This design comes from an exercise in tuning for small area, a short achievable clock period and few clock cycles per item on the open sky130 flow, not from production work.
Function was checked by simulation only, so behaviour that the tests miss may differ from the original.
Power and IR drop assume default switching activity.

File: design/flow/flow/run.sh
#!/bin/bash
# The standard layout, with the port buffers made from the smallest buffer cell.
set -euo pipefail
export BUFFER_PORTS_ARGS="-buffer_cell sky130_fd_sc_hd__buf_1"
bash standard.sh > standard.log 2>&1
File: design/flow/standard.sh
#!/bin/bash
# synth_recipe.tcl (not shown) runs the flow's synth.tcl, then flattens the netlist and writes it again
# the make line also repeats each setting of config.mk as NAME=value (left out here)
make -C /OpenROAD-flow-scripts/flow DESIGN_CONFIG=/design/flow/config.mk WORK_HOME=/design/flow/orfs CLKGATE_MAP_FILE= SYNTH_SCRIPT=/design/flow/synth_recipe.tcl "${@:-finish}"
File: design/flow/config.mk
export PLATFORM = sky130hd
export DESIGN_NAME = iso8601_utc_timestamp_parser_unit
export DESIGN_NICKNAME = iso8601_utc_timestamp_parser_unit
export VERILOG_FILES = /design/flow/design.v
export SDC_FILE = /design/flow/constraint.sdc
export NUM_CORES = 4
export LEC_CHECK = 0
export CAP_MARGIN = 20
export CORE_MARGIN = 2
export CORE_UTILIZATION = 30
export CTS_BUF_LIST = sky130_fd_sc_hd__clkbuf_8
export SETUP_SLACK_MARGIN = 3.5
export SLEW_MARGIN = 20
export TNS_END_PERCENT = 5
File: design/flow/constraint.sdc
create_clock -name core_clock -period 7.0 [get_ports {clock}]
set_input_delay 1.4000 -clock core_clock [delete_from_list [all_inputs] [get_ports {clock}]]
set_output_delay 1.4000 -clock core_clock [all_outputs]
set_load 0.01 [all_outputs]
File: design/flow/design.v
`default_nettype none
package itsp_pkg;
   localparam int unsigned K_W = 23;   
   function automatic logic [K_W-1:0] ka(input logic [3:0] a);
      ka =
         (a == 4'd0) ? 23'd7669079 :
         (a == 4'd1) ? 23'd8034321 :
         (a == 4'd2) ? 23'd10956 :
         (a == 4'd3) ? 23'd376198 :
         (a == 4'd4) ? 23'd741441 :
         (a == 4'd5) ? 23'd1106683 :
         (a == 4'd6) ? 23'd1471926 :
         (a == 4'd7) ? 23'd1837168 :
         (a == 4'd8) ? 23'd2202411 :
         (a == 4'd9) ? 23'd2567653 :
         (a == 4'd10) ? 23'd2202411 :
         (a == 4'd11) ? 23'd2567653 :
         (a == 4'd12) ? 23'd2202411 :
         (a == 4'd13) ? 23'd2567653 :
         (a == 4'd14) ? 23'd2202411 :
         23'd2567653;
   endfunction
   function automatic logic [K_W-1:0] kb(input logic [3:0] b, input logic ao);
      kb =
         ({ao, b} == 5'd0) ? 23'd0 :
         ({ao, b} == 5'd1) ? 23'd36524 :
         ({ao, b} == 5'd2) ? 23'd73048 :
         ({ao, b} == 5'd3) ? 23'd109572 :
         ({ao, b} == 5'd4) ? 23'd146097 :
         ({ao, b} == 5'd5) ? 23'd182621 :
         ({ao, b} == 5'd6) ? 23'd219145 :
         ({ao, b} == 5'd7) ? 23'd255669 :
         ({ao, b} == 5'd8) ? 23'd292194 :
         ({ao, b} == 5'd9) ? 23'd328718 :
         ({ao, b} == 5'd10) ? 23'd292194 :
         ({ao, b} == 5'd11) ? 23'd328718 :
         ({ao, b} == 5'd12) ? 23'd292194 :
         ({ao, b} == 5'd13) ? 23'd328718 :
         ({ao, b} == 5'd14) ? 23'd292194 :
         ({ao, b} == 5'd15) ? 23'd328718 :
         ({ao, b} == 5'd16) ? 23'd0 :
         ({ao, b} == 5'd17) ? 23'd36524 :
         ({ao, b} == 5'd18) ? 23'd73049 :
         ({ao, b} == 5'd19) ? 23'd109573 :
         ({ao, b} == 5'd20) ? 23'd146097 :
         ({ao, b} == 5'd21) ? 23'd182621 :
         ({ao, b} == 5'd22) ? 23'd219146 :
         ({ao, b} == 5'd23) ? 23'd255670 :
         ({ao, b} == 5'd24) ? 23'd292194 :
         ({ao, b} == 5'd25) ? 23'd328718 :
         ({ao, b} == 5'd26) ? 23'd292194 :
         ({ao, b} == 5'd27) ? 23'd328718 :
         ({ao, b} == 5'd28) ? 23'd292194 :
         ({ao, b} == 5'd29) ? 23'd328718 :
         ({ao, b} == 5'd30) ? 23'd292194 :
         23'd328718;
   endfunction
   function automatic logic [K_W-1:0] kc(input logic [3:0] c);
      kc =
         (c == 4'd0) ? 23'd0 :
         (c == 4'd1) ? 23'd3652 :
         (c == 4'd2) ? 23'd7305 :
         (c == 4'd3) ? 23'd10957 :
         (c == 4'd4) ? 23'd14610 :
         (c == 4'd5) ? 23'd18262 :
         (c == 4'd6) ? 23'd21915 :
         (c == 4'd7) ? 23'd25567 :
         (c == 4'd8) ? 23'd29220 :
         (c == 4'd9) ? 23'd32872 :
         (c == 4'd10) ? 23'd29220 :
         (c == 4'd11) ? 23'd32872 :
         (c == 4'd12) ? 23'd29220 :
         (c == 4'd13) ? 23'd32872 :
         (c == 4'd14) ? 23'd29220 :
         23'd32872;
   endfunction
   function automatic logic [K_W-1:0] kd(input logic [3:0] d, input logic co);
      kd =
         ({co, d} == 5'd0) ? 23'd0 :
         ({co, d} == 5'd1) ? 23'd366 :
         ({co, d} == 5'd2) ? 23'd731 :
         ({co, d} == 5'd3) ? 23'd1096 :
         ({co, d} == 5'd4) ? 23'd1461 :
         ({co, d} == 5'd5) ? 23'd1827 :
         ({co, d} == 5'd6) ? 23'd2192 :
         ({co, d} == 5'd7) ? 23'd2557 :
         ({co, d} == 5'd8) ? 23'd2922 :
         ({co, d} == 5'd9) ? 23'd3288 :
         ({co, d} == 5'd10) ? 23'd2922 :
         ({co, d} == 5'd11) ? 23'd3288 :
         ({co, d} == 5'd12) ? 23'd2922 :
         ({co, d} == 5'd13) ? 23'd3288 :
         ({co, d} == 5'd14) ? 23'd2922 :
         ({co, d} == 5'd15) ? 23'd3288 :
         ({co, d} == 5'd16) ? 23'd1 :
         ({co, d} == 5'd17) ? 23'd366 :
         ({co, d} == 5'd18) ? 23'd731 :
         ({co, d} == 5'd19) ? 23'd1097 :
         ({co, d} == 5'd20) ? 23'd1462 :
         ({co, d} == 5'd21) ? 23'd1827 :
         ({co, d} == 5'd22) ? 23'd2192 :
         ({co, d} == 5'd23) ? 23'd2558 :
         ({co, d} == 5'd24) ? 23'd2923 :
         ({co, d} == 5'd25) ? 23'd3288 :
         ({co, d} == 5'd26) ? 23'd2923 :
         ({co, d} == 5'd27) ? 23'd3288 :
         ({co, d} == 5'd28) ? 23'd2923 :
         ({co, d} == 5'd29) ? 23'd3288 :
         ({co, d} == 5'd30) ? 23'd2923 :
         23'd3288;
   endfunction
   function automatic logic [K_W-1:0] kmon(input logic m1, input logic [3:0] m0, input logic lp);
      kmon =
         ({m1, m0, lp} == 6'd0) ? 23'd0 :
         ({m1, m0, lp} == 6'd1) ? 23'd0 :
         ({m1, m0, lp} == 6'd2) ? 23'd0 :
         ({m1, m0, lp} == 6'd3) ? 23'd0 :
         ({m1, m0, lp} == 6'd4) ? 23'd31 :
         ({m1, m0, lp} == 6'd5) ? 23'd31 :
         ({m1, m0, lp} == 6'd6) ? 23'd59 :
         ({m1, m0, lp} == 6'd7) ? 23'd60 :
         ({m1, m0, lp} == 6'd8) ? 23'd90 :
         ({m1, m0, lp} == 6'd9) ? 23'd91 :
         ({m1, m0, lp} == 6'd10) ? 23'd120 :
         ({m1, m0, lp} == 6'd11) ? 23'd121 :
         ({m1, m0, lp} == 6'd12) ? 23'd151 :
         ({m1, m0, lp} == 6'd13) ? 23'd152 :
         ({m1, m0, lp} == 6'd14) ? 23'd181 :
         ({m1, m0, lp} == 6'd15) ? 23'd182 :
         ({m1, m0, lp} == 6'd16) ? 23'd212 :
         ({m1, m0, lp} == 6'd17) ? 23'd213 :
         ({m1, m0, lp} == 6'd18) ? 23'd243 :
         ({m1, m0, lp} == 6'd19) ? 23'd244 :
         ({m1, m0, lp} == 6'd20) ? 23'd212 :
         ({m1, m0, lp} == 6'd21) ? 23'd213 :
         ({m1, m0, lp} == 6'd22) ? 23'd243 :
         ({m1, m0, lp} == 6'd23) ? 23'd244 :
         ({m1, m0, lp} == 6'd24) ? 23'd212 :
         ({m1, m0, lp} == 6'd25) ? 23'd213 :
         ({m1, m0, lp} == 6'd26) ? 23'd243 :
         ({m1, m0, lp} == 6'd27) ? 23'd244 :
         ({m1, m0, lp} == 6'd28) ? 23'd212 :
         ({m1, m0, lp} == 6'd29) ? 23'd213 :
         ({m1, m0, lp} == 6'd30) ? 23'd243 :
         ({m1, m0, lp} == 6'd31) ? 23'd244 :
         ({m1, m0, lp} == 6'd32) ? 23'd273 :
         ({m1, m0, lp} == 6'd33) ? 23'd274 :
         ({m1, m0, lp} == 6'd34) ? 23'd304 :
         ({m1, m0, lp} == 6'd35) ? 23'd305 :
         ({m1, m0, lp} == 6'd36) ? 23'd334 :
         ({m1, m0, lp} == 6'd37) ? 23'd335 :
         ({m1, m0, lp} == 6'd38) ? 23'd304 :
         ({m1, m0, lp} == 6'd39) ? 23'd305 :
         ({m1, m0, lp} == 6'd40) ? 23'd334 :
         ({m1, m0, lp} == 6'd41) ? 23'd335 :
         ({m1, m0, lp} == 6'd42) ? 23'd304 :
         ({m1, m0, lp} == 6'd43) ? 23'd305 :
         ({m1, m0, lp} == 6'd44) ? 23'd334 :
         ({m1, m0, lp} == 6'd45) ? 23'd335 :
         ({m1, m0, lp} == 6'd46) ? 23'd304 :
         ({m1, m0, lp} == 6'd47) ? 23'd305 :
         ({m1, m0, lp} == 6'd48) ? 23'd334 :
         ({m1, m0, lp} == 6'd49) ? 23'd335 :
         ({m1, m0, lp} == 6'd50) ? 23'd304 :
         ({m1, m0, lp} == 6'd51) ? 23'd305 :
         ({m1, m0, lp} == 6'd52) ? 23'd334 :
         ({m1, m0, lp} == 6'd53) ? 23'd335 :
         ({m1, m0, lp} == 6'd54) ? 23'd304 :
         ({m1, m0, lp} == 6'd55) ? 23'd305 :
         ({m1, m0, lp} == 6'd56) ? 23'd334 :
         ({m1, m0, lp} == 6'd57) ? 23'd335 :
         ({m1, m0, lp} == 6'd58) ? 23'd304 :
         ({m1, m0, lp} == 6'd59) ? 23'd305 :
         ({m1, m0, lp} == 6'd60) ? 23'd334 :
         ({m1, m0, lp} == 6'd61) ? 23'd335 :
         ({m1, m0, lp} == 6'd62) ? 23'd304 :
         23'd305;
   endfunction
endpackage
`default_nettype wire
`default_nettype none
module itsp_add (
   input  wire logic [38:0] a,
   input  wire logic [38:0] b,
   output      logic [38:0] s
);
   logic [38:0] p0, g0;
   assign p0 = a ^ b;
   assign g0 = a & b;
   logic g1_1, p1_1, g1_2, p1_2, g1_3, p1_3, g1_4, p1_4;
   logic g1_5, p1_5, g1_6, p1_6, g1_7, p1_7, g1_8, p1_8;
   logic g1_9, p1_9, g1_10, p1_10, g1_11, p1_11, g1_12, p1_12;
   logic g1_13, p1_13, g1_14, p1_14, g1_15, p1_15, g1_16, p1_16;
   logic g1_17, p1_17, g1_18, p1_18, g1_19, p1_19, g1_20, p1_20;
   logic g1_21, p1_21, g1_22, p1_22, g1_23, p1_23, g1_24, p1_24;
   logic g1_25, p1_25, g1_26, p1_26, g1_27, p1_27, g1_28, p1_28;
   logic g1_29, p1_29, g1_30, p1_30, g1_31, p1_31, g1_32, p1_32;
   logic g1_33, p1_33, g1_34, p1_34, g1_35, p1_35, g1_36, p1_36;
   logic g1_37, p1_37, g1_38, p1_38, g2_2, p2_2, g2_3, p2_3;
   logic g2_4, p2_4, g2_5, p2_5, g2_6, p2_6, g2_7, p2_7;
   logic g2_8, p2_8, g2_9, p2_9, g2_10, p2_10, g2_11, p2_11;
   logic g2_12, p2_12, g2_13, p2_13, g2_14, p2_14, g2_15, p2_15;
   logic g2_16, p2_16, g2_17, p2_17, g2_18, p2_18, g2_19, p2_19;
   logic g2_20, p2_20, g2_21, p2_21, g2_22, p2_22, g2_23, p2_23;
   logic g2_24, p2_24, g2_25, p2_25, g2_26, p2_26, g2_27, p2_27;
   logic g2_28, p2_28, g2_29, p2_29, g2_30, p2_30, g2_31, p2_31;
   logic g2_32, p2_32, g2_33, p2_33, g2_34, p2_34, g2_35, p2_35;
   logic g2_36, p2_36, g2_37, p2_37, g2_38, p2_38, g3_4, p3_4;
   logic g3_5, p3_5, g3_6, p3_6, g3_7, p3_7, g3_8, p3_8;
   logic g3_9, p3_9, g3_10, p3_10, g3_11, p3_11, g3_12, p3_12;
   logic g3_13, p3_13, g3_14, p3_14, g3_15, p3_15, g3_16, p3_16;
   logic g3_17, p3_17, g3_18, p3_18, g3_19, p3_19, g3_20, p3_20;
   logic g3_21, p3_21, g3_22, p3_22, g3_23, p3_23, g3_24, p3_24;
   logic g3_25, p3_25, g3_26, p3_26, g3_27, p3_27, g3_28, p3_28;
   logic g3_29, p3_29, g3_30, p3_30, g3_31, p3_31, g3_32, p3_32;
   logic g3_33, p3_33, g3_34, p3_34, g3_35, p3_35, g3_36, p3_36;
   logic g3_37, p3_37, g3_38, p3_38, g4_8, p4_8, g4_9, p4_9;
   logic g4_10, p4_10, g4_11, p4_11, g4_12, p4_12, g4_13, p4_13;
   logic g4_14, p4_14, g4_15, p4_15, g4_16, p4_16, g4_17, p4_17;
   logic g4_18, p4_18, g4_19, p4_19, g4_20, p4_20, g4_21, p4_21;
   logic g4_22, p4_22, g4_23, p4_23, g4_24, p4_24, g4_25, p4_25;
   logic g4_26, p4_26, g4_27, p4_27, g4_28, p4_28, g4_29, p4_29;
   logic g4_30, p4_30, g4_31, p4_31, g4_32, p4_32, g4_33, p4_33;
   logic g4_34, p4_34, g4_35, p4_35, g4_36, p4_36, g4_37, p4_37;
   logic g4_38, p4_38, g5_16, g5_17, g5_18, g5_19, g5_20, g5_21;
   logic g5_22, g5_23, g5_24, g5_25, g5_26, g5_27, g5_28, g5_29;
   logic g5_30, g5_31, g5_32, p5_32, g5_33, p5_33, g5_34, p5_34;
   logic g5_35, p5_35, g5_36, p5_36, g5_37, p5_37, g5_38, p5_38;
   logic g6_32, g6_33, g6_34, g6_35, g6_36, g6_37, g6_38;
   assign g1_1 = g0[1] | (p0[1] & g0[0]);
   assign p1_1 = p0[1] & p0[0];
   assign g1_2 = g0[2] | (p0[2] & g0[1]);
   assign p1_2 = p0[2] & p0[1];
   assign g1_3 = g0[3] | (p0[3] & g0[2]);
   assign p1_3 = p0[3] & p0[2];
   assign g1_4 = g0[4] | (p0[4] & g0[3]);
   assign p1_4 = p0[4] & p0[3];
   assign g1_5 = g0[5] | (p0[5] & g0[4]);
   assign p1_5 = p0[5] & p0[4];
   assign g1_6 = g0[6] | (p0[6] & g0[5]);
   assign p1_6 = p0[6] & p0[5];
   assign g1_7 = g0[7] | (p0[7] & g0[6]);
   assign p1_7 = p0[7] & p0[6];
   assign g1_8 = g0[8] | (p0[8] & g0[7]);
   assign p1_8 = p0[8] & p0[7];
   assign g1_9 = g0[9] | (p0[9] & g0[8]);
   assign p1_9 = p0[9] & p0[8];
   assign g1_10 = g0[10] | (p0[10] & g0[9]);
   assign p1_10 = p0[10] & p0[9];
   assign g1_11 = g0[11] | (p0[11] & g0[10]);
   assign p1_11 = p0[11] & p0[10];
   assign g1_12 = g0[12] | (p0[12] & g0[11]);
   assign p1_12 = p0[12] & p0[11];
   assign g1_13 = g0[13] | (p0[13] & g0[12]);
   assign p1_13 = p0[13] & p0[12];
   assign g1_14 = g0[14] | (p0[14] & g0[13]);
   assign p1_14 = p0[14] & p0[13];
   assign g1_15 = g0[15] | (p0[15] & g0[14]);
   assign p1_15 = p0[15] & p0[14];
   assign g1_16 = g0[16] | (p0[16] & g0[15]);
   assign p1_16 = p0[16] & p0[15];
   assign g1_17 = g0[17] | (p0[17] & g0[16]);
   assign p1_17 = p0[17] & p0[16];
   assign g1_18 = g0[18] | (p0[18] & g0[17]);
   assign p1_18 = p0[18] & p0[17];
   assign g1_19 = g0[19] | (p0[19] & g0[18]);
   assign p1_19 = p0[19] & p0[18];
   assign g1_20 = g0[20] | (p0[20] & g0[19]);
   assign p1_20 = p0[20] & p0[19];
   assign g1_21 = g0[21] | (p0[21] & g0[20]);
   assign p1_21 = p0[21] & p0[20];
   assign g1_22 = g0[22] | (p0[22] & g0[21]);
   assign p1_22 = p0[22] & p0[21];
   assign g1_23 = g0[23] | (p0[23] & g0[22]);
   assign p1_23 = p0[23] & p0[22];
   assign g1_24 = g0[24] | (p0[24] & g0[23]);
   assign p1_24 = p0[24] & p0[23];
   assign g1_25 = g0[25] | (p0[25] & g0[24]);
   assign p1_25 = p0[25] & p0[24];
   assign g1_26 = g0[26] | (p0[26] & g0[25]);
   assign p1_26 = p0[26] & p0[25];
   assign g1_27 = g0[27] | (p0[27] & g0[26]);
   assign p1_27 = p0[27] & p0[26];
   assign g1_28 = g0[28] | (p0[28] & g0[27]);
   assign p1_28 = p0[28] & p0[27];
   assign g1_29 = g0[29] | (p0[29] & g0[28]);
   assign p1_29 = p0[29] & p0[28];
   assign g1_30 = g0[30] | (p0[30] & g0[29]);
   assign p1_30 = p0[30] & p0[29];
   assign g1_31 = g0[31] | (p0[31] & g0[30]);
   assign p1_31 = p0[31] & p0[30];
   assign g1_32 = g0[32] | (p0[32] & g0[31]);
   assign p1_32 = p0[32] & p0[31];
   assign g1_33 = g0[33] | (p0[33] & g0[32]);
   assign p1_33 = p0[33] & p0[32];
   assign g1_34 = g0[34] | (p0[34] & g0[33]);
   assign p1_34 = p0[34] & p0[33];
   assign g1_35 = g0[35] | (p0[35] & g0[34]);
   assign p1_35 = p0[35] & p0[34];
   assign g1_36 = g0[36] | (p0[36] & g0[35]);
   assign p1_36 = p0[36] & p0[35];
   assign g1_37 = g0[37] | (p0[37] & g0[36]);
   assign p1_37 = p0[37] & p0[36];
   assign g1_38 = g0[38] | (p0[38] & g0[37]);
   assign p1_38 = p0[38] & p0[37];
   assign g2_2 = g1_2 | (p1_2 & g0[0]);
   assign p2_2 = p1_2 & p0[0];
   assign g2_3 = g1_3 | (p1_3 & g1_1);
   assign p2_3 = p1_3 & p1_1;
   assign g2_4 = g1_4 | (p1_4 & g1_2);
   assign p2_4 = p1_4 & p1_2;
   assign g2_5 = g1_5 | (p1_5 & g1_3);
   assign p2_5 = p1_5 & p1_3;
   assign g2_6 = g1_6 | (p1_6 & g1_4);
   assign p2_6 = p1_6 & p1_4;
   assign g2_7 = g1_7 | (p1_7 & g1_5);
   assign p2_7 = p1_7 & p1_5;
   assign g2_8 = g1_8 | (p1_8 & g1_6);
   assign p2_8 = p1_8 & p1_6;
   assign g2_9 = g1_9 | (p1_9 & g1_7);
   assign p2_9 = p1_9 & p1_7;
   assign g2_10 = g1_10 | (p1_10 & g1_8);
   assign p2_10 = p1_10 & p1_8;
   assign g2_11 = g1_11 | (p1_11 & g1_9);
   assign p2_11 = p1_11 & p1_9;
   assign g2_12 = g1_12 | (p1_12 & g1_10);
   assign p2_12 = p1_12 & p1_10;
   assign g2_13 = g1_13 | (p1_13 & g1_11);
   assign p2_13 = p1_13 & p1_11;
   assign g2_14 = g1_14 | (p1_14 & g1_12);
   assign p2_14 = p1_14 & p1_12;
   assign g2_15 = g1_15 | (p1_15 & g1_13);
   assign p2_15 = p1_15 & p1_13;
   assign g2_16 = g1_16 | (p1_16 & g1_14);
   assign p2_16 = p1_16 & p1_14;
   assign g2_17 = g1_17 | (p1_17 & g1_15);
   assign p2_17 = p1_17 & p1_15;
   assign g2_18 = g1_18 | (p1_18 & g1_16);
   assign p2_18 = p1_18 & p1_16;
   assign g2_19 = g1_19 | (p1_19 & g1_17);
   assign p2_19 = p1_19 & p1_17;
   assign g2_20 = g1_20 | (p1_20 & g1_18);
   assign p2_20 = p1_20 & p1_18;
   assign g2_21 = g1_21 | (p1_21 & g1_19);
   assign p2_21 = p1_21 & p1_19;
   assign g2_22 = g1_22 | (p1_22 & g1_20);
   assign p2_22 = p1_22 & p1_20;
   assign g2_23 = g1_23 | (p1_23 & g1_21);
   assign p2_23 = p1_23 & p1_21;
   assign g2_24 = g1_24 | (p1_24 & g1_22);
   assign p2_24 = p1_24 & p1_22;
   assign g2_25 = g1_25 | (p1_25 & g1_23);
   assign p2_25 = p1_25 & p1_23;
   assign g2_26 = g1_26 | (p1_26 & g1_24);
   assign p2_26 = p1_26 & p1_24;
   assign g2_27 = g1_27 | (p1_27 & g1_25);
   assign p2_27 = p1_27 & p1_25;
   assign g2_28 = g1_28 | (p1_28 & g1_26);
   assign p2_28 = p1_28 & p1_26;
   assign g2_29 = g1_29 | (p1_29 & g1_27);
   assign p2_29 = p1_29 & p1_27;
   assign g2_30 = g1_30 | (p1_30 & g1_28);
   assign p2_30 = p1_30 & p1_28;
   assign g2_31 = g1_31 | (p1_31 & g1_29);
   assign p2_31 = p1_31 & p1_29;
   assign g2_32 = g1_32 | (p1_32 & g1_30);
   assign p2_32 = p1_32 & p1_30;
   assign g2_33 = g1_33 | (p1_33 & g1_31);
   assign p2_33 = p1_33 & p1_31;
   assign g2_34 = g1_34 | (p1_34 & g1_32);
   assign p2_34 = p1_34 & p1_32;
   assign g2_35 = g1_35 | (p1_35 & g1_33);
   assign p2_35 = p1_35 & p1_33;
   assign g2_36 = g1_36 | (p1_36 & g1_34);
   assign p2_36 = p1_36 & p1_34;
   assign g2_37 = g1_37 | (p1_37 & g1_35);
   assign p2_37 = p1_37 & p1_35;
   assign g2_38 = g1_38 | (p1_38 & g1_36);
   assign p2_38 = p1_38 & p1_36;
   assign g3_4 = g2_4 | (p2_4 & g0[0]);
   assign p3_4 = p2_4 & p0[0];
   assign g3_5 = g2_5 | (p2_5 & g1_1);
   assign p3_5 = p2_5 & p1_1;
   assign g3_6 = g2_6 | (p2_6 & g2_2);
   assign p3_6 = p2_6 & p2_2;
   assign g3_7 = g2_7 | (p2_7 & g2_3);
   assign p3_7 = p2_7 & p2_3;
   assign g3_8 = g2_8 | (p2_8 & g2_4);
   assign p3_8 = p2_8 & p2_4;
   assign g3_9 = g2_9 | (p2_9 & g2_5);
   assign p3_9 = p2_9 & p2_5;
   assign g3_10 = g2_10 | (p2_10 & g2_6);
   assign p3_10 = p2_10 & p2_6;
   assign g3_11 = g2_11 | (p2_11 & g2_7);
   assign p3_11 = p2_11 & p2_7;
   assign g3_12 = g2_12 | (p2_12 & g2_8);
   assign p3_12 = p2_12 & p2_8;
   assign g3_13 = g2_13 | (p2_13 & g2_9);
   assign p3_13 = p2_13 & p2_9;
   assign g3_14 = g2_14 | (p2_14 & g2_10);
   assign p3_14 = p2_14 & p2_10;
   assign g3_15 = g2_15 | (p2_15 & g2_11);
   assign p3_15 = p2_15 & p2_11;
   assign g3_16 = g2_16 | (p2_16 & g2_12);
   assign p3_16 = p2_16 & p2_12;
   assign g3_17 = g2_17 | (p2_17 & g2_13);
   assign p3_17 = p2_17 & p2_13;
   assign g3_18 = g2_18 | (p2_18 & g2_14);
   assign p3_18 = p2_18 & p2_14;
   assign g3_19 = g2_19 | (p2_19 & g2_15);
   assign p3_19 = p2_19 & p2_15;
   assign g3_20 = g2_20 | (p2_20 & g2_16);
   assign p3_20 = p2_20 & p2_16;
   assign g3_21 = g2_21 | (p2_21 & g2_17);
   assign p3_21 = p2_21 & p2_17;
   assign g3_22 = g2_22 | (p2_22 & g2_18);
   assign p3_22 = p2_22 & p2_18;
   assign g3_23 = g2_23 | (p2_23 & g2_19);
   assign p3_23 = p2_23 & p2_19;
   assign g3_24 = g2_24 | (p2_24 & g2_20);
   assign p3_24 = p2_24 & p2_20;
   assign g3_25 = g2_25 | (p2_25 & g2_21);
   assign p3_25 = p2_25 & p2_21;
   assign g3_26 = g2_26 | (p2_26 & g2_22);
   assign p3_26 = p2_26 & p2_22;
   assign g3_27 = g2_27 | (p2_27 & g2_23);
   assign p3_27 = p2_27 & p2_23;
   assign g3_28 = g2_28 | (p2_28 & g2_24);
   assign p3_28 = p2_28 & p2_24;
   assign g3_29 = g2_29 | (p2_29 & g2_25);
   assign p3_29 = p2_29 & p2_25;
   assign g3_30 = g2_30 | (p2_30 & g2_26);
   assign p3_30 = p2_30 & p2_26;
   assign g3_31 = g2_31 | (p2_31 & g2_27);
   assign p3_31 = p2_31 & p2_27;
   assign g3_32 = g2_32 | (p2_32 & g2_28);
   assign p3_32 = p2_32 & p2_28;
   assign g3_33 = g2_33 | (p2_33 & g2_29);
   assign p3_33 = p2_33 & p2_29;
   assign g3_34 = g2_34 | (p2_34 & g2_30);
   assign p3_34 = p2_34 & p2_30;
   assign g3_35 = g2_35 | (p2_35 & g2_31);
   assign p3_35 = p2_35 & p2_31;
   assign g3_36 = g2_36 | (p2_36 & g2_32);
   assign p3_36 = p2_36 & p2_32;
   assign g3_37 = g2_37 | (p2_37 & g2_33);
   assign p3_37 = p2_37 & p2_33;
   assign g3_38 = g2_38 | (p2_38 & g2_34);
   assign p3_38 = p2_38 & p2_34;
   assign g4_8 = g3_8 | (p3_8 & g0[0]);
   assign p4_8 = p3_8 & p0[0];
   assign g4_9 = g3_9 | (p3_9 & g1_1);
   assign p4_9 = p3_9 & p1_1;
   assign g4_10 = g3_10 | (p3_10 & g2_2);
   assign p4_10 = p3_10 & p2_2;
   assign g4_11 = g3_11 | (p3_11 & g2_3);
   assign p4_11 = p3_11 & p2_3;
   assign g4_12 = g3_12 | (p3_12 & g3_4);
   assign p4_12 = p3_12 & p3_4;
   assign g4_13 = g3_13 | (p3_13 & g3_5);
   assign p4_13 = p3_13 & p3_5;
   assign g4_14 = g3_14 | (p3_14 & g3_6);
   assign p4_14 = p3_14 & p3_6;
   assign g4_15 = g3_15 | (p3_15 & g3_7);
   assign p4_15 = p3_15 & p3_7;
   assign g4_16 = g3_16 | (p3_16 & g3_8);
   assign p4_16 = p3_16 & p3_8;
   assign g4_17 = g3_17 | (p3_17 & g3_9);
   assign p4_17 = p3_17 & p3_9;
   assign g4_18 = g3_18 | (p3_18 & g3_10);
   assign p4_18 = p3_18 & p3_10;
   assign g4_19 = g3_19 | (p3_19 & g3_11);
   assign p4_19 = p3_19 & p3_11;
   assign g4_20 = g3_20 | (p3_20 & g3_12);
   assign p4_20 = p3_20 & p3_12;
   assign g4_21 = g3_21 | (p3_21 & g3_13);
   assign p4_21 = p3_21 & p3_13;
   assign g4_22 = g3_22 | (p3_22 & g3_14);
   assign p4_22 = p3_22 & p3_14;
   assign g4_23 = g3_23 | (p3_23 & g3_15);
   assign p4_23 = p3_23 & p3_15;
   assign g4_24 = g3_24 | (p3_24 & g3_16);
   assign p4_24 = p3_24 & p3_16;
   assign g4_25 = g3_25 | (p3_25 & g3_17);
   assign p4_25 = p3_25 & p3_17;
   assign g4_26 = g3_26 | (p3_26 & g3_18);
   assign p4_26 = p3_26 & p3_18;
   assign g4_27 = g3_27 | (p3_27 & g3_19);
   assign p4_27 = p3_27 & p3_19;
   assign g4_28 = g3_28 | (p3_28 & g3_20);
   assign p4_28 = p3_28 & p3_20;
   assign g4_29 = g3_29 | (p3_29 & g3_21);
   assign p4_29 = p3_29 & p3_21;
   assign g4_30 = g3_30 | (p3_30 & g3_22);
   assign p4_30 = p3_30 & p3_22;
   assign g4_31 = g3_31 | (p3_31 & g3_23);
   assign p4_31 = p3_31 & p3_23;
   assign g4_32 = g3_32 | (p3_32 & g3_24);
   assign p4_32 = p3_32 & p3_24;
   assign g4_33 = g3_33 | (p3_33 & g3_25);
   assign p4_33 = p3_33 & p3_25;
   assign g4_34 = g3_34 | (p3_34 & g3_26);
   assign p4_34 = p3_34 & p3_26;
   assign g4_35 = g3_35 | (p3_35 & g3_27);
   assign p4_35 = p3_35 & p3_27;
   assign g4_36 = g3_36 | (p3_36 & g3_28);
   assign p4_36 = p3_36 & p3_28;
   assign g4_37 = g3_37 | (p3_37 & g3_29);
   assign p4_37 = p3_37 & p3_29;
   assign g4_38 = g3_38 | (p3_38 & g3_30);
   assign p4_38 = p3_38 & p3_30;
   assign g5_16 = g4_16 | (p4_16 & g0[0]);
   assign g5_17 = g4_17 | (p4_17 & g1_1);
   assign g5_18 = g4_18 | (p4_18 & g2_2);
   assign g5_19 = g4_19 | (p4_19 & g2_3);
   assign g5_20 = g4_20 | (p4_20 & g3_4);
   assign g5_21 = g4_21 | (p4_21 & g3_5);
   assign g5_22 = g4_22 | (p4_22 & g3_6);
   assign g5_23 = g4_23 | (p4_23 & g3_7);
   assign g5_24 = g4_24 | (p4_24 & g4_8);
   assign g5_25 = g4_25 | (p4_25 & g4_9);
   assign g5_26 = g4_26 | (p4_26 & g4_10);
   assign g5_27 = g4_27 | (p4_27 & g4_11);
   assign g5_28 = g4_28 | (p4_28 & g4_12);
   assign g5_29 = g4_29 | (p4_29 & g4_13);
   assign g5_30 = g4_30 | (p4_30 & g4_14);
   assign g5_31 = g4_31 | (p4_31 & g4_15);
   assign g5_32 = g4_32 | (p4_32 & g4_16);
   assign p5_32 = p4_32 & p4_16;
   assign g5_33 = g4_33 | (p4_33 & g4_17);
   assign p5_33 = p4_33 & p4_17;
   assign g5_34 = g4_34 | (p4_34 & g4_18);
   assign p5_34 = p4_34 & p4_18;
   assign g5_35 = g4_35 | (p4_35 & g4_19);
   assign p5_35 = p4_35 & p4_19;
   assign g5_36 = g4_36 | (p4_36 & g4_20);
   assign p5_36 = p4_36 & p4_20;
   assign g5_37 = g4_37 | (p4_37 & g4_21);
   assign p5_37 = p4_37 & p4_21;
   assign g5_38 = g4_38 | (p4_38 & g4_22);
   assign p5_38 = p4_38 & p4_22;
   assign g6_32 = g5_32 | (p5_32 & g0[0]);
   assign g6_33 = g5_33 | (p5_33 & g1_1);
   assign g6_34 = g5_34 | (p5_34 & g2_2);
   assign g6_35 = g5_35 | (p5_35 & g2_3);
   assign g6_36 = g5_36 | (p5_36 & g3_4);
   assign g6_37 = g5_37 | (p5_37 & g3_5);
   assign g6_38 = g5_38 | (p5_38 & g3_6);
   assign s[0] = p0[0];
   assign s[1] = p0[1] ^ g0[0];
   assign s[2] = p0[2] ^ g1_1;
   assign s[3] = p0[3] ^ g2_2;
   assign s[4] = p0[4] ^ g2_3;
   assign s[5] = p0[5] ^ g3_4;
   assign s[6] = p0[6] ^ g3_5;
   assign s[7] = p0[7] ^ g3_6;
   assign s[8] = p0[8] ^ g3_7;
   assign s[9] = p0[9] ^ g4_8;
   assign s[10] = p0[10] ^ g4_9;
   assign s[11] = p0[11] ^ g4_10;
   assign s[12] = p0[12] ^ g4_11;
   assign s[13] = p0[13] ^ g4_12;
   assign s[14] = p0[14] ^ g4_13;
   assign s[15] = p0[15] ^ g4_14;
   assign s[16] = p0[16] ^ g4_15;
   assign s[17] = p0[17] ^ g5_16;
   assign s[18] = p0[18] ^ g5_17;
   assign s[19] = p0[19] ^ g5_18;
   assign s[20] = p0[20] ^ g5_19;
   assign s[21] = p0[21] ^ g5_20;
   assign s[22] = p0[22] ^ g5_21;
   assign s[23] = p0[23] ^ g5_22;
   assign s[24] = p0[24] ^ g5_23;
   assign s[25] = p0[25] ^ g5_24;
   assign s[26] = p0[26] ^ g5_25;
   assign s[27] = p0[27] ^ g5_26;
   assign s[28] = p0[28] ^ g5_27;
   assign s[29] = p0[29] ^ g5_28;
   assign s[30] = p0[30] ^ g5_29;
   assign s[31] = p0[31] ^ g5_30;
   assign s[32] = p0[32] ^ g5_31;
   assign s[33] = p0[33] ^ g6_32;
   assign s[34] = p0[34] ^ g6_33;
   assign s[35] = p0[35] ^ g6_34;
   assign s[36] = p0[36] ^ g6_35;
   assign s[37] = p0[37] ^ g6_36;
   assign s[38] = p0[38] ^ g6_37;
endmodule
`default_nettype wire
`default_nettype none
module iso8601_utc_timestamp_parser_unit (
   input  wire logic        clock,
   input  wire logic        reset,
   input  wire logic        req_tvalid,
   output      logic        req_tready,
   input  wire logic [7:0]  req_tdata,    
   input  wire logic        req_tlast,    
   output      logic        rsp_tvalid,
   input  wire logic        rsp_tready,
   output      logic [39:0] rsp_tdata,    
   output      logic        rsp_tuser     
);
   localparam int unsigned W = 39;
   logic       in_v, in_last;
   logic       in_p0;            
   logic       in_zend;          
   logic [3:0] in_lo;
   logic [1:0] in_hi;
   logic       st_ka, st_k, st_x24, st_x60;
   logic [4:0] pos;              
   logic [2:0] prv;              
   logic [itsp_pkg::K_W-1:0] kreg;    
   logic       aodd;             
   logic [1:0] hm4;              
   logic       codd, cz;         
   logic       lp;               
   logic [1:0] mcls;             
   logic       err;              
   logic       rv, rok;          
   logic [W-1:0] acc;
   logic consume, is_final, take, go;
   logic [4:0] pos_nx;
   logic isdig, isdash, iscolon, isT, isZ, bad, day_ok, ok;
   logic [3:0] dg;
   assign dg      = in_lo;
   assign isdig   = (in_hi == 2'd1) && (in_lo <= 4'd9);
   assign iscolon = (in_hi == 2'd1) && (in_lo == 4'hA);
   assign isdash  = (in_hi == 2'd2) && (in_lo == 4'hD);
   assign isT     = (in_hi == 2'd3) && (in_lo == 4'h4);
   assign isZ     = (in_hi == 2'd3) && (in_lo == 4'hA);
   assign consume    = in_v && (in_p0 || !rv);
   assign go         = in_v && !rv;    
   assign is_final   = consume && in_last;
   assign req_tready = !in_v || in_p0 || !rv;
   assign take       = req_tvalid && req_tready;
   assign pos_nx     = !consume ? pos : (in_last ? 5'd0 : pos + 5'd1);
   always_ff @(posedge clock) begin
      if (reset)        in_v <= 1'b0;
      else if (take)    in_v <= 1'b1;
      else if (consume) in_v <= 1'b0;
      if (take) begin
         in_lo   <= req_tdata[3:0];
         in_last <= req_tlast;
         in_p0   <= (pos_nx == 5'd0) && !req_tlast;
         in_zend <= ((req_tdata & 8'hDF) == 8'h5A) && req_tlast && (pos_nx == 5'd19);
         if (req_tdata[7:4] == 4'h3)                             in_hi <= 2'd1;
         else if (req_tdata[7:4] == 4'h2)                        in_hi <= 2'd2;
         else if (!req_tdata[7] && req_tdata[6] && req_tdata[4]) in_hi <= 2'd3;
         else                                                    in_hi <= 2'd0;
         st_ka   <= !req_tlast && (pos_nx == 5'd1);
         st_k    <= !req_tlast && ((pos_nx == 5'd2) || (pos_nx == 5'd3) || (pos_nx == 5'd4) ||
                                   (pos_nx == 5'd7) || (pos_nx == 5'd9) || (pos_nx == 5'd10) ||
                                   (pos_nx == 5'd12) || (pos_nx == 5'd13) ||
                                   (pos_nx == 5'd15) || (pos_nx == 5'd16) || (pos_nx == 5'd18));
         st_x24  <= !req_tlast && (pos_nx == 5'd11);
         st_x60  <= !req_tlast && ((pos_nx == 5'd14) || (pos_nx == 5'd17));
      end
   end
   always_comb begin
      case (prv[1:0])
         2'd0:    day_ok = (dg != 4'd0);
         2'd1:    day_ok = 1'b1;
         2'd2:    day_ok = (mcls != 2'd2) || (dg <= 4'd8) || lp;
         default: day_ok = (mcls == 2'd0) ? (dg <= 4'd1) : ((mcls == 2'd1) && (dg == 4'd0));
      endcase
   end
   always_comb begin
      case (pos)
         5'd0, 5'd1, 5'd2, 5'd3, 5'd15: bad = !isdig;
         5'd4, 5'd7:   bad = !isdash;
         5'd5:         bad = !isdig || (dg > 4'd1);
         5'd6:         bad = !isdig || (prv[0] ? (dg > 4'd2) : (dg == 4'd0));
         5'd8:         bad = !isdig || (dg > 4'd3);
         5'd9:         bad = !isdig || !day_ok;
         5'd10:        bad = !isT;
         5'd11:        bad = !isdig || (dg > 4'd2);
         5'd12:        bad = !isdig || (prv[1] && (dg > 4'd3));
         5'd13, 5'd16: bad = !iscolon;
         5'd14:        bad = !isdig || (dg > 4'd5);
         5'd17:        bad = !isdig || (dg > 4'd6);
         5'd18:        bad = !isdig || (prv[2] && prv[1] && (dg != 4'd0));
         5'd19:        bad = !isZ || !in_last;
         default:      bad = 1'b1;
      endcase
   end
   assign ok = !err && in_zend;
   logic [W-1:0] a_op, b_op, acc_nx;
   logic [itsp_pkg::K_W-1:0] kv;
   logic [6:0]   tens;
   logic         keep;
   assign tens = (dg[2:0] == 3'd0) ? 7'd0  : (dg[2:0] == 3'd1) ? 7'd10 :
                 (dg[2:0] == 3'd2) ? 7'd20 : (dg[2:0] == 3'd3) ? 7'd30 :
                 (dg[2:0] == 3'd4) ? 7'd40 : (dg[2:0] == 3'd5) ? 7'd50 :
                 (dg[2:0] == 3'd6) ? 7'd60 : 7'd70;
   assign kv = {itsp_pkg::K_W{(go && (st_ka || st_k)) || (is_final && ok)}} & kreg;
   assign keep = !((go && (st_ka || st_x24 || st_x60)) || (is_final && !ok));
   assign a_op = ({W{keep}} & acc) |
                 ({W{go && st_x24}} & (acc << 4)) |
                 ({W{go && st_x60}} & {acc[W-7:0], 6'd1});
   assign b_op = {{(W - itsp_pkg::K_W){go && st_ka && kreg[itsp_pkg::K_W-1]}}, kv} |
                 ({W{go && st_x24}} & (acc << 3)) |
                 ({W{go && st_x60}} & ~(acc << 2));
   itsp_add u_add (
      .a (a_op),
      .b (b_op),
      .s (acc_nx)
   );
   always_ff @(posedge clock) begin
      acc <= acc_nx;
      if (consume) begin
         prv <= dg[2:0];
         case (pos)
            5'd0: begin
               aodd <= dg[0];
               kreg <= itsp_pkg::ka(dg);
            end
            5'd1: begin
               hm4  <= {dg[1] ^ aodd, dg[0]};
               kreg <= itsp_pkg::kb(dg, aodd);
            end
            5'd2: begin
               codd <= dg[0];
               cz   <= (dg == 4'd0);
               kreg <= itsp_pkg::kc(dg);
            end
            5'd3: begin
               lp   <= (cz && (dg == 4'd0)) ? (hm4 == 2'd0) : ({dg[1] ^ codd, dg[0]} == 2'd0);
               kreg <= (dg == 4'd0) ? itsp_pkg::K_W'(codd || (cz && (hm4 != 2'd0)))
                                    : itsp_pkg::kd(dg, codd);
            end
            5'd8, 5'd11, 5'd14, 5'd17: kreg <= itsp_pkg::K_W'(tens);
            5'd9, 5'd12, 5'd15, 5'd18: kreg <= itsp_pkg::K_W'(dg);
            5'd6: begin
               kreg <= itsp_pkg::K_W'(itsp_pkg::kmon(prv[0], dg, lp));
               if (prv[0])                                            mcls <= (dg == 4'd1) ? 2'd1 : 2'd0;
               else if (dg == 4'd2)                                   mcls <= 2'd2;
               else if ((dg == 4'd4) || (dg == 4'd6) || (dg == 4'd9)) mcls <= 2'd1;
               else                                                   mcls <= 2'd0;
            end
            default: ;
         endcase
      end
      if (is_final) rok <= ok;
   end
   always_ff @(posedge clock) begin
      if (reset) begin
         pos <= '0;
         err <= 1'b0;
         rv  <= 1'b0;
      end else begin
         pos <= pos_nx;
         if (consume) err <= in_last ? 1'b0 : (err || bad);
         if (is_final)        rv <= 1'b1;
         else if (rsp_tready) rv <= 1'b0;
      end
   end
   assign rsp_tvalid = rv;
   assign rsp_tdata  = {1'b0, acc};
   assign rsp_tuser  = rok;
endmodule
`default_nettype wire
==> flow_summary.toml, run 1 <==
[logic_synthesis]
syn-instance-count = 969
synth-seq-cells = 95
async_reset_ff_share_pct = 0
ys_types = 74
synth_ff_type = "edfxtp_1"
ys_seq_area_share_pct = 30.7
yosys-top-cells-area = "edfxtp_1, dfxtp_1, ha_1"
netlist_area_um2 = 7750
synth_edf_count = 48
syn_nets = 1026
synth_top_area_share_pct = 18.6
yosys_warnings = 1
synth_top_area_cell = "edfxtp_1"
postSynthAreaPerCell_um2 = 8.00

[routing]
wl_um = 24500
vias = 7822
drt_iter0_drc = 1023
firstDrtPassIters = 6
antenna_left = 0
wl_per_cell_um = 18.4
via_per_inst = 5.85
post-route-drc-count = 0

[critical_path]
max_stage_delay_ns = 0.45
start_kind = "flop"
worstPathRequired_ns = 7.33
cpMostUsedCell = "nand2_8"
critPathTopFamily = "compound AO/OA/AOI/OAI gates"
critPathMaxFanout = 17
path_class = "flop to flop"
crit_chain = "nand2b_4, nand2_8, inv_8, nand2_8, nor2_4, a21oi_4, buf_8, a222oi_1, inv_1, ha_4, nor2_1, or4b_1, a211oi_2, nor2_2, o31ai_4, a31oi_4, a211o_1, a21oi_2, xnor2_1"
crit_arrival_ns = 4.01
critPathSlowestCell = "or4b_1"
end_kind = "flop"
cp_num_buf_inv = 3

[clock_tree]
clock_path_buffers = 2
clkTransAtPathRegs_ns = 0.10
cts_hold_buf = 0
clock_latency_ns = 0.40
cts_buffers = 9
root_buffer = "clkbuf_8"
h-tree-depth = 3
cts.sinks = 95
cts_tree = "yes"

[floorplan]
die_w_um = 165
num_rows = 58
die_area_um2 = 27200
core_area_um2 = 25300
die_y_um = 165
num_io_pins = 56
initial_core_util_pct = 30.7

[placed_design]
dp.cells = 1303
pre_cts_ws_ns = 2.49
dpl.hpwl_um = 16700
place_congestion = 0.930
portBuffers = 54

[pwr]
p_sw_w = 0.00111
comb_power_share_pct = 47.1
p_sw_share_pct = 45.0
seqPwrFrac_pct = 38.8
power.density_nw_per_um2 = 279
p_leak_nw = 3.37
p_clk_share_pct = 14.1
p_int_w = 0.00136
power.total_w = 0.00247
vdd_ir_drop_max_v = 0.000169

[global_route]
antenna_found_initial = 0
grt_pass1_vias = 7232
grt_overflow = 0
grt_pass1_wl_um = 39300
grt.total_usage_pct = 18.2
grt_max_degree = 52

[layout]
seq_area_um2 = 2380
multi_input_area_um2 = 5190
drive_gt1_share_pct = 9.73
fillerInstances = 2631
fin_nets = 1059
layout_common_cells = "nor2_1, nand2_1, a21oi_1, inv_1, buf_1"
diodes = 0
layout_commonest_cell = "nor2_1"
synthToLayoutAreaGrowth_pct = 13.9
fin_cells = 1337

[sta]
skew_ns = 0.0118
clock.fmax_ghz = 0.272
tightest_slew_ns = 0.741
setup_tns_ns = 0
drv_slew = 0
period_share_pct = 52.5
fin_ws_ns = 3.32
hold_violations = 0
rsz0062_at_grt = "true"
holdWs_ns = 0.482
setup_violations = 0
post-route-min-period_ns = 3.68
relSlewSlack_pct = 50.6

[job]
cap_violations = 0

[worst_hold_path]
hp-class = "flop to flop"

[outcome]
outcome = "no timing/DRC/antenna violations"
[final cells by class]
type / count / area share, %
Timing Repair Buffer: 84 / 5.06
Inverter: 57 / 2.54
Tap cell: 330 / 4.67
Multi-Input combinational cell: 755 / 58.8
Sequential cell: 95 / 27.0
Clock inverter: 7 / 0.524
Clock buffer: 9 / 1.40
[metal layers]
layer,share of wire (%),GRT usage (%)
met2,46,28.0
met3,8.5,3.39
met5,0,0
met1,44,25.9
met4,1.8,5.61
[power groups by stage]
stage                     clock [W]  combinational (W)  sequential (W)
after floorplan                   0           0.000779        0.000923
after global placement            0            0.00107        0.000972
after detailed placement          0            0.00108        0.000967
after CTS                  0.000361            0.00113        0.000955
after global routing       0.000381            0.00129        0.000980
final                      0.000349            0.00116        0.000959
[final timing paths]
check                 end  slack (ns)  depth (start not counted)  startpoint
setup / recovery  acc[38]        3.32                         19       in_p0
hold / removal        err        0.48                          2         err
setup reg to reg  acc[38]        3.32                         19       in_p0
hold reg to reg       err        0.48                          2         err
[stage by stage]
| stage | cell area [um^2] | util [%] |
|---|---|---|
| global placement | 8280 | 32.8 |
| detailed placement | 8280 | 32.8 |
| floorplan | 7840 | - |
| finish | 8830 | 35.0 |
| global route | 8830 | 35.0 |
| CTS | 8780 | 34.8 |
[sequential cells by signal, summed over array words and instances (netlist names), 2 cells and up]
signal,cells
pos,5
in_lo,4
kreg,23
acc,39
in_hi,2
prv,3
hm4,2
mcls,2
[kinds of logic after synthesis]
family          after synthesis  share of synthesized area [%]
compound gates              337                           30.9
simple gates                323                           19.5
buf+inv                     122                           6.21
flops                        95                           30.7
fa+ha+maj                    45                           7.33
xor+xnor                     42                           4.74
mux                           4                          0.532
other cells                   1                         0.0484
[cell usage after synthesis (5+ instances only)]
cell and count:
dfxtp_1 47, edfxtp_1 48, and2_1 8, clkbuf_1 50, nand2b_1 17, a22o_1 5
o31ai_1 6, a21o_1 10, nor2_1 106, o221ai_1 5, nand2_1 94, o21a_1 9
o211ai_1 28, buf_1 8, a222oi_1 35, a211oi_1 11, and3_1 8, nor3_1 17
a21oi_1 74, o311ai_0 6, o22ai_1 10, ha_1 43, xnor2_1 28, a21boi_0 5
a211o_1 5, nand3_1 28, o21ai_0 52, a31oi_1 12, xor2_1 14, a221o_1 20
nor2b_1 11, o21bai_1 5, inv_1 56
[repair_timing]
| item | CTS | global route |
|---|---|---|
| pin swaps | 24 | 6 |
| setup endpoints to repair | 28 | 18 |
| buffers inserted | 15 | 0 |
| gates cloned | 3 | 0 |
| resized for setup | 47 | 10 |
[worst register-to-register path: stages, from the launching register on]
cell      delay, ns
edfxtp_1       0.36
nand2b_4       0.16
nand2_8        0.07
inv_8          0.07
nand2_8        0.06
nor2_4         0.13
a21oi_4        0.06
buf_8          0.17
a222oi_1       0.35
inv_1          0.14
ha_4           0.20
nor2_1         0.09
or4b_1         0.45
a211oi_2       0.18
nor2_2         0.10
o31ai_4        0.30
a31oi_4        0.13
a211o_1        0.32
a21oi_2        0.13
xnor2_1        0.13
Testbench counts, summed over its fixed seeds: cycles 32,016, items 1,600.
==> inputs of run 2 (changes only) <==
==> design/flow/flow/run.sh (replaced) <==
#!/bin/bash
# The standard layout, with the port buffers made from the smallest buffer cell and timing
# repair that sizes gates and buffers nets but does not clone gates.
set -euo pipefail
export BUFFER_PORTS_ARGS="-buffer_cell sky130_fd_sc_hd__buf_1"
export SKIP_GATE_CLONING=1
bash standard.sh > standard.log 2>&1
==> run 2 against run 1 <==
Compared with the run above: still clean on timing, DRC and antenna; core utilization is 0.31 points lower; flip-flop and latch count stayed put; total power is 0.70% lower; critical path depth stayed put; via count is 0.65% higher; synthesized area stayed put; design area is 0.88% lower; die area stayed put; sequential power hardly changed; critical endpoint unchanged.
==> flow_summary.toml, run 2 <==
[logic_synthesis]
yosys-top-cells-area = "edfxtp_1, dfxtp_1, ha_1"
synth_edf_count = 48
postSynthAreaPerCell_um2 = 8.00
synth_top_area_cell = "edfxtp_1"
synth_most_common_cell = "nor2_1"
yosys_warnings = 1
netlist_area_um2 = 7750
synth_top_area_share_pct = 18.6
synth-seq-cells = 95
synthTopCellsByCount = "nor2_1, nand2_1, a21oi_1"
syn-instance-count = 969
syn_nets = 1026
synth_ff_type = "edfxtp_1"
ys_types = 74
ys_seq_area_share_pct = 30.7
async_reset_ff_share_pct = 0

[critical_path]
max_stage_delay_ns = 0.40
end_kind = "flop"
cp_num_buf_inv = 3
crit_chain = "nand2b_4, nand2_8, inv_8, nand2_8, inv_4, nand2_4, nand2_8, buf_6, a221o_1, ha_1, a21oi_2, o22ai_1, a311oi_1, nor2_2, o31ai_4, a31oi_4, a211o_1, a21oi_2, xnor2_1"
path_class = "flop to flop"
start_kind = "flop"
crit_arrival_ns = 3.99
cpMostUsedCell = "nand2_8"
critPathTopFamily = "compound AO/OA/AOI/OAI gates"
critPathMaxFanout = 11
worstPathRequired_ns = 7.33
critPathSlowestCell = "edfxtp_1"

[clock_tree]
clock_path_buffers = 2
cts_hold_buf = 0
h-tree-depth = 3
cts.sinks = 95
clock_latency_ns = 0.40
root_buffer = "clkbuf_8"
cts_buffers = 9
clkTransAtPathRegs_ns = 0.10
cts_tree = "yes"

[global_route]
grt_pass1_wl_um = 39100
grt.total_usage_pct = 18.1
antenna_found_initial = 0
grt_overflow = 0
grt_max_degree = 52
grt_pass1_vias = 7238

[outcome]
outcome = "no timing/DRC/antenna violations"

[layout]
layout_commonest_cell = "nor2_1"
seq_area_um2 = 2380
synthToLayoutAreaGrowth_pct = 12.9
regMostFlops = "acc"
fillerInstances = 2639
largestRegisters = "acc (39), kreg (23), pos (5)"
diodes = 0
post-route-cell-area_um2 = 8760
fin_cells = 1333
drive_gt1_share_pct = 9.27
fin_nets = 1055
largest_reg_flops = 39
multi_input_area_um2 = 5110
layout_common_cells = "nor2_1, nand2_1, a21oi_1, inv_1, buf_1"
final_util_pct = 34.7

[routing]
wl_um = 24400
via_per_inst = 5.91
drt_iter0_drc = 1163
antenna_left = 0
vias = 7873
post-route-drc-count = 0
firstDrtPassIters = 13
wl_per_cell_um = 18.3

[placed_design]
dpl.hpwl_um = 16700
place_congestion = 0.930
dp.cells = 1303
portBuffers = 54
postPlaceCellArea_um2 = 8280

[sta]
clock.fmax_ghz = 0.273
post-route-min-period_ns = 3.66
setup_tns_ns = 0
drv_slew = 0
setup_violations = 0
skew_ns = 0.0119
holdWs_ns = 0.469
relSlewSlack_pct = 48.1
period_share_pct = 52.3
tightest_slew_ns = 0.779
hold_violations = 0
rsz0062_at_grt = "true"

[pwr]
p_leak_nw = 3.35
power.density_nw_per_um2 = 280
vdd_ir_drop_max_v = 0.000168

[floorplan]
initial_core_util_pct = 30.7
die_area_um2 = 27200
core_area_um2 = 25300
num_io_pins = 56
die_w_um = 165
num_rows = 58
die_y_um = 165

[job]
cap_violations = 0

[worst_hold_path]
hp-class = "flop to flop"
-- run 2: cell counts after synthesis --
No cell type changed its count.
-- run 2: cells by family after synthesis --
group,share of synthesized area [%]
buffers and inverters,6.21
adders and majority gates,7.33
other,0.0484
xor gates and xnor gates,4.74
muxes,0.532
DFF,30.7
AOI/OAI and AO/OA,30.9
and+or+nand+nor,19.5
-- run 2: worst paths after layout --
check / start / cells after the start / slack, ns / end
min: err / 2 / 0.47 / err
max: in_p0 / 19 / 3.34 / acc[38]
max reg2reg: in_p0 / 19 / 3.34 / acc[38]
min reg2reg: err / 2 / 0.47 / err
-- run 2: through the flow --
| step | power [W] | setup WS [ns] |
|---|---|---|
| finish | 0.00245 | 3.34 |
| global route | 0.00264 | 3.13 |
| CTS | 0.00244 | 3.35 |
| detailed placement | 0.00205 | 2.49 |
| global placement | 0.00204 | 2.64 |
| floorplan | 0.00170 | 3.29 |
-- run 2: what timing repair did --
action                                  4_1_cts  5_1_grt
buffers inserted                             14        0
endpoints found under the setup margin       28       18
resized for setup                            43        6
pin swaps                                    22        4
-- run 2: per-layer routing --
layer  GRT usage (%)  up-vias  part of all wire [%]
met5               0        -                     0
met4            5.89        0                   2.1
met3            3.44       49                   8.9
met2            27.7      409                    45
met1            25.7     3709                    44
li1                -     3706                     -
-- run 2: final cells by class --
class | count | share of cell area (%)
clock inverters | 7 | 0.529
well taps | 330 | 4.72
clock buffers | 9 | 1.41
repair buffers | 83 | 5.14
multi-input cells | 752 | 58.4
flip-flops and latches | 95 | 27.2
inverters | 57 | 2.56
-- run 2: report_power, final --
part           internal (W)  switching (W)
sequential         0.000725       0.000234
combinational      0.000491       0.000654
clock              0.000131       0.000217
-- run 2: worst reg2reg max path, cell delays in order, from the launching register on --
cell and delay [ns]:
edfxtp_1 0.40, nand2b_4 0.18, nand2_8 0.09, inv_8 0.04
nand2_8 0.07, inv_4 0.05, nand2_4 0.07, nand2_8 0.09
buf_6 0.18, a221o_1 0.31, ha_1 0.37, a21oi_2 0.17
o22ai_1 0.13, a311oi_1 0.29, nor2_2 0.13, o31ai_4 0.30
a31oi_4 0.13, a211o_1 0.32, a21oi_2 0.13, xnor2_1 0.13
==> inputs of run 3 (changes only) <==
--- a/design/flow/design.v
+++ b/design/flow/design.v
@@ -604,9 +604,11 @@
    logic       in_v, in_last;
    logic       in_p0;            
    logic       in_zend;          
+   logic       in_lbad;          
    logic [3:0] in_lo;
    logic [1:0] in_hi;
    logic       st_ka, st_k, st_x24, st_x60;
+   logic       st_a;             
    logic [4:0] pos;              
    logic [2:0] prv;              
    logic [itsp_pkg::K_W-1:0] kreg;    
@@ -630,7 +632,7 @@
    assign isZ     = (in_hi == 2'd3) && (in_lo == 4'hA);
    assign consume    = in_v && (in_p0 || !rv);
    assign go         = in_v && !rv;    
-   assign is_final   = consume && in_last;
+   assign is_final   = go && in_last;
    assign req_tready = !in_v || in_p0 || !rv;
    assign take       = req_tvalid && req_tready;
    assign pos_nx     = !consume ? pos : (in_last ? 5'd0 : pos + 5'd1);
@@ -643,11 +645,14 @@
          in_last <= req_tlast;
          in_p0   <= (pos_nx == 5'd0) && !req_tlast;
          in_zend <= ((req_tdata & 8'hDF) == 8'h5A) && req_tlast && (pos_nx == 5'd19);
+         in_lbad <= req_tlast && !(((req_tdata & 8'hDF) == 8'h5A) && (pos_nx == 5'd19));
          if (req_tdata[7:4] == 4'h3)                             in_hi <= 2'd1;
          else if (req_tdata[7:4] == 4'h2)                        in_hi <= 2'd2;
          else if (!req_tdata[7] && req_tdata[6] && req_tdata[4]) in_hi <= 2'd3;
          else                                                    in_hi <= 2'd0;
          st_ka   <= !req_tlast && (pos_nx == 5'd1);
+         st_a    <= !req_tlast && ((pos_nx == 5'd1) || (pos_nx == 5'd11) || (pos_nx == 5'd14) ||
+                                   (pos_nx == 5'd17));
          st_k    <= !req_tlast && ((pos_nx == 5'd2) || (pos_nx == 5'd3) || (pos_nx == 5'd4) ||
                                    (pos_nx == 5'd7) || (pos_nx == 5'd9) || (pos_nx == 5'd10) ||
                                    (pos_nx == 5'd12) || (pos_nx == 5'd13) ||
@@ -692,8 +697,8 @@
                  (dg[2:0] == 3'd2) ? 7'd20 : (dg[2:0] == 3'd3) ? 7'd30 :
                  (dg[2:0] == 3'd4) ? 7'd40 : (dg[2:0] == 3'd5) ? 7'd50 :
                  (dg[2:0] == 3'd6) ? 7'd60 : 7'd70;
-   assign kv = {itsp_pkg::K_W{(go && (st_ka || st_k)) || (is_final && ok)}} & kreg;
-   assign keep = !((go && (st_ka || st_x24 || st_x60)) || (is_final && !ok));
+   assign kv = {itsp_pkg::K_W{go && (st_ka || st_k || (in_zend && !err))}} & kreg;
+   assign keep = !(go && (st_a || in_lbad || (in_zend && err)));
    assign a_op = ({W{keep}} & acc) |
                  ({W{go && st_x24}} & (acc << 4)) |
                  ({W{go && st_x60}} & {acc[W-7:0], 6'd1});
==> design/flow/flow/run.sh (replaced) <==
#!/bin/bash
# The standard layout, with the port buffers made from the smallest buffer cell.
set -euo pipefail
export BUFFER_PORTS_ARGS="-buffer_cell sky130_fd_sc_hd__buf_1"
bash standard.sh > standard.log 2>&1
==> run 3 against run 2 <==
Compared with the run above: still clean; cell count increased by 0.83%; synthesized cell count increased by 0.10%; critical path depth decreased by 5; register-to-register slack worse by 0.03 ns; sequential share of layout area decreased by 0.41 points; worst setup slack worse by 0.029 ns.
==> flow_summary.toml, run 3 <==
[worst_hold_path]
min_path_cells = 2
hp-class = "flop to flop"
hold_path.startpoint = "rv"
hold_end = "rv"

[logic_synthesis]
netlist_area_um2 = 7890
synth_ff_type = "edfxtp_1"
ys_types = 77
async_reset_ff_share_pct = 0
synth_edf_count = 50
ys_seq_area_share_pct = 31.0
synth_top_area_share_pct = 19.0
synth_top_area_cell = "edfxtp_1"
syn-instance-count = 970
yosys-top-cells-area = "edfxtp_1, dfxtp_1, ha_1"
synthTopCellsByCount = "nor2_1, a21oi_1, nand2_1"
yosys_warnings = 1
synth-seq-cells = 97
postSynthAreaPerCell_um2 = 8.13
synth_most_common_cell = "nor2_1"
syn_nets = 1027

[clock_tree]
h-tree-depth = 3
clock_path_buffers = 2
clkTransAtPathRegs_ns = 0.09
cts_hold_buf = 0
cts_tree = "yes"
cts_buffers = 9
cts.sinks = 97
clock_latency_ns = 0.39
root_buffer = "clkbuf_8"

[global_route]
grt.total_usage_pct = 16.2
grt_pass1_wl_um = 37200
grt_pass1_vias = 7019
grt_overflow = 0
antenna_found_initial = 0
grt_max_degree = 56

[critical_path]
reg2reg_from = "in_zend"
r2r-end = "acc[37]"
end_kind = "flop"
cp.depth = 14
critPathMaxFanout = 7
crit_chain = "nor2b_4, o31a_1, buf_12, a221o_1, ha_4, and3_4, a221oi_4, a21boi_2, o311a_4, o2bb2ai_4, a211oi_4, o311ai_2, a21oi_2, xnor2_1"
r2r_slack_ns = 3.31
critPathSlowestCell = "edfxtp_1"
critPathTopFamily = "compound AO/OA/AOI/OAI gates"
max_stage_delay_ns = 0.40
crit_arrival_ns = 4.00
path_class = "flop to flop"
worstPathRequired_ns = 7.32
cp_num_buf_inv = 1
rr_worst_depth = 14
start_kind = "flop"

[sta]
setup_tns_ns = 0
drv_slew = 0
rsz0062_at_grt = "true"
setup_violations = 0
tightest_slew_ns = 0.798
holdWs_ns = 0.566
skew_ns = 0.0139
relSlewSlack_pct = 46.6
clock.fmax_ghz = 0.271
period_share_pct = 52.7
hold_violations = 0
post-route-min-period_ns = 3.69

[routing]
via_per_inst = 5.80
firstDrtPassIters = 7
drt_iter0_drc = 776
wl_um = 23900
vias = 7796
antenna_left = 0
post-route-drc-count = 0
drt-met1-wl_um = 11000
topRoutingLayerUsed = "met4"
wl_met3_um = 1860
wl_per_cell_um = 17.8
dr_wl_met2_um = 10700

[placed_design]
place_congestion = 0.913
dp.cells = 1304
dpl.hpwl_um = 15900
portBuffers = 54

[layout]
fin_nets = 1061
largestRegisters = "acc (39), kreg (23), pos (5)"
layout_commonest_cell = "nor2_1"
diodes = 0
layout_common_cells = "nor2_1, nand2_1, a21oi_1, inv_1, buf_1"
drive_gt1_share_pct = 11.7
largest_reg_flops = 39
synthToLayoutAreaGrowth_pct = 15.5
fin_cells = 1344
regMostFlops = "acc"

[floorplan]
num_rows = 59
initial_core_util_pct = 30.5
num_io_pins = 56
die_area_um2 = 27600
die_y_um = 166
die_w_um = 166
core_area_um2 = 25900

[pwr]
power.density_nw_per_um2 = 301
p_leak_nw = 3.41
vdd_ir_drop_max_v = 0.000205
power.total_w = 0.00274

[outcome]
outcome = "no timing/DRC/antenna violations"

[job]
cap_violations = 0
-- run 3: metrics by stage --
stage,cell area [um^2],utilization [%],setup slack [ns]
final,9110,35.2,3.31
after floorplan,7950,-,3.52
after global routing,9110,35.2,3.18
after CTS,8670,33.5,3.33
after global placement,8380,32.3,2.91
after detailed placement,8380,32.3,2.82
-- run 3: cell families after synthesis --
group,synth area share [%]
adder cells (fa/ha/maj),7.07
other,0.0475
AND/OR/NAND/NOR,18.2
buffers and inverters,6.22
XOR/XNOR,4.33
flip-flops,31.0
multiplexers,0.523
AO/OA/AOI/OAI,32.6
-- run 3: tightest hold or removal path, cell delays in order (launching register included) --
cell and delay [ns]:
dfxtp_2 0.36, a21oi_1 0.13, nor2_1 0.04
-- run 3: area by class of cell --
type,count,area [um^2]
Tap cell,335,419
Clock buffer,9,124
Sequential cell,97,2440
Timing Repair Buffer,87,517
Fill cell,2656,16800
Inverter,62,233
Multi-Input combinational cell,747,5290
Clock inverter,7,85.1
-- run 3: layer usage --
metal / up-vias / GRT usage, %
li1: 3728 / -
met1: 3697 / 23.4
met2: 349 / 24.7
met3: 22 / 2.98
met4: 0 / 4.57
met5: - / 0
-- run 3: how the worst max path moves through the flow --
stage,endpoint,from
2_1_floorplan,acc[38],in_v
3_3_place_gp,acc[37],in_v
3_5_place_dp,acc[38],in_v
4_1_cts,acc[37],in_zend
5_1_grt,acc[38],in_zend
6_report,acc[37],in_zend
-- run 3: timing repair --
action / in CTS / in global routing
endpoints found under the hold margin: 0 / 0
resized for setup: 14 / 53
setup endpoints to repair: 25 / 20
gates cloned: 1 / 1
pin swaps: 7 / 32
setup buffers: 4 / 18
-- run 3: power by group --
group / switching, W / total, W / internal, W / leakage [nW]
registers: 0.000236 / 0.000980 / 0.000743 / 0.872
logic: 0.000749 / 0.00137 / 0.000617 / 2.43
clock network: 0.000200 / 0.000398 / 0.000198 / 0.106
Testbench counts of run 3, summed over its fixed seeds: cycles 32,016, items 1,600.

## separate check: timing with driven ports
The flow's constraints put no driver on any port. The routed layouts listed below were extracted and timed again, unchanged, in two steps. Step 1 sets driving cells, clkbuf_16 on the clock port and buf_2 on the other inputs (assumed; they add their load-dependent delay and slew). Step 2 also shifts input and output timing later by t, the mid clock arrival at the registers, as if the neighbouring blocks saw the same clock. Three values: no drivers, after step 1, after step 2; two values: the first two.
run	shift t [ns]	setup WS [ns]	worst register clock-pin slew, ns
run 1	0.437	3.323 / 3.323 / 3.323	0.10 / 0.10
run 2	0.435	3.342 / 3.342 / 3.342	0.10 / 0.10
run 3	0.426	3.313 / 3.313 / 3.313	0.10 / 0.10
After both steps setup and hold are still met in every run listed.
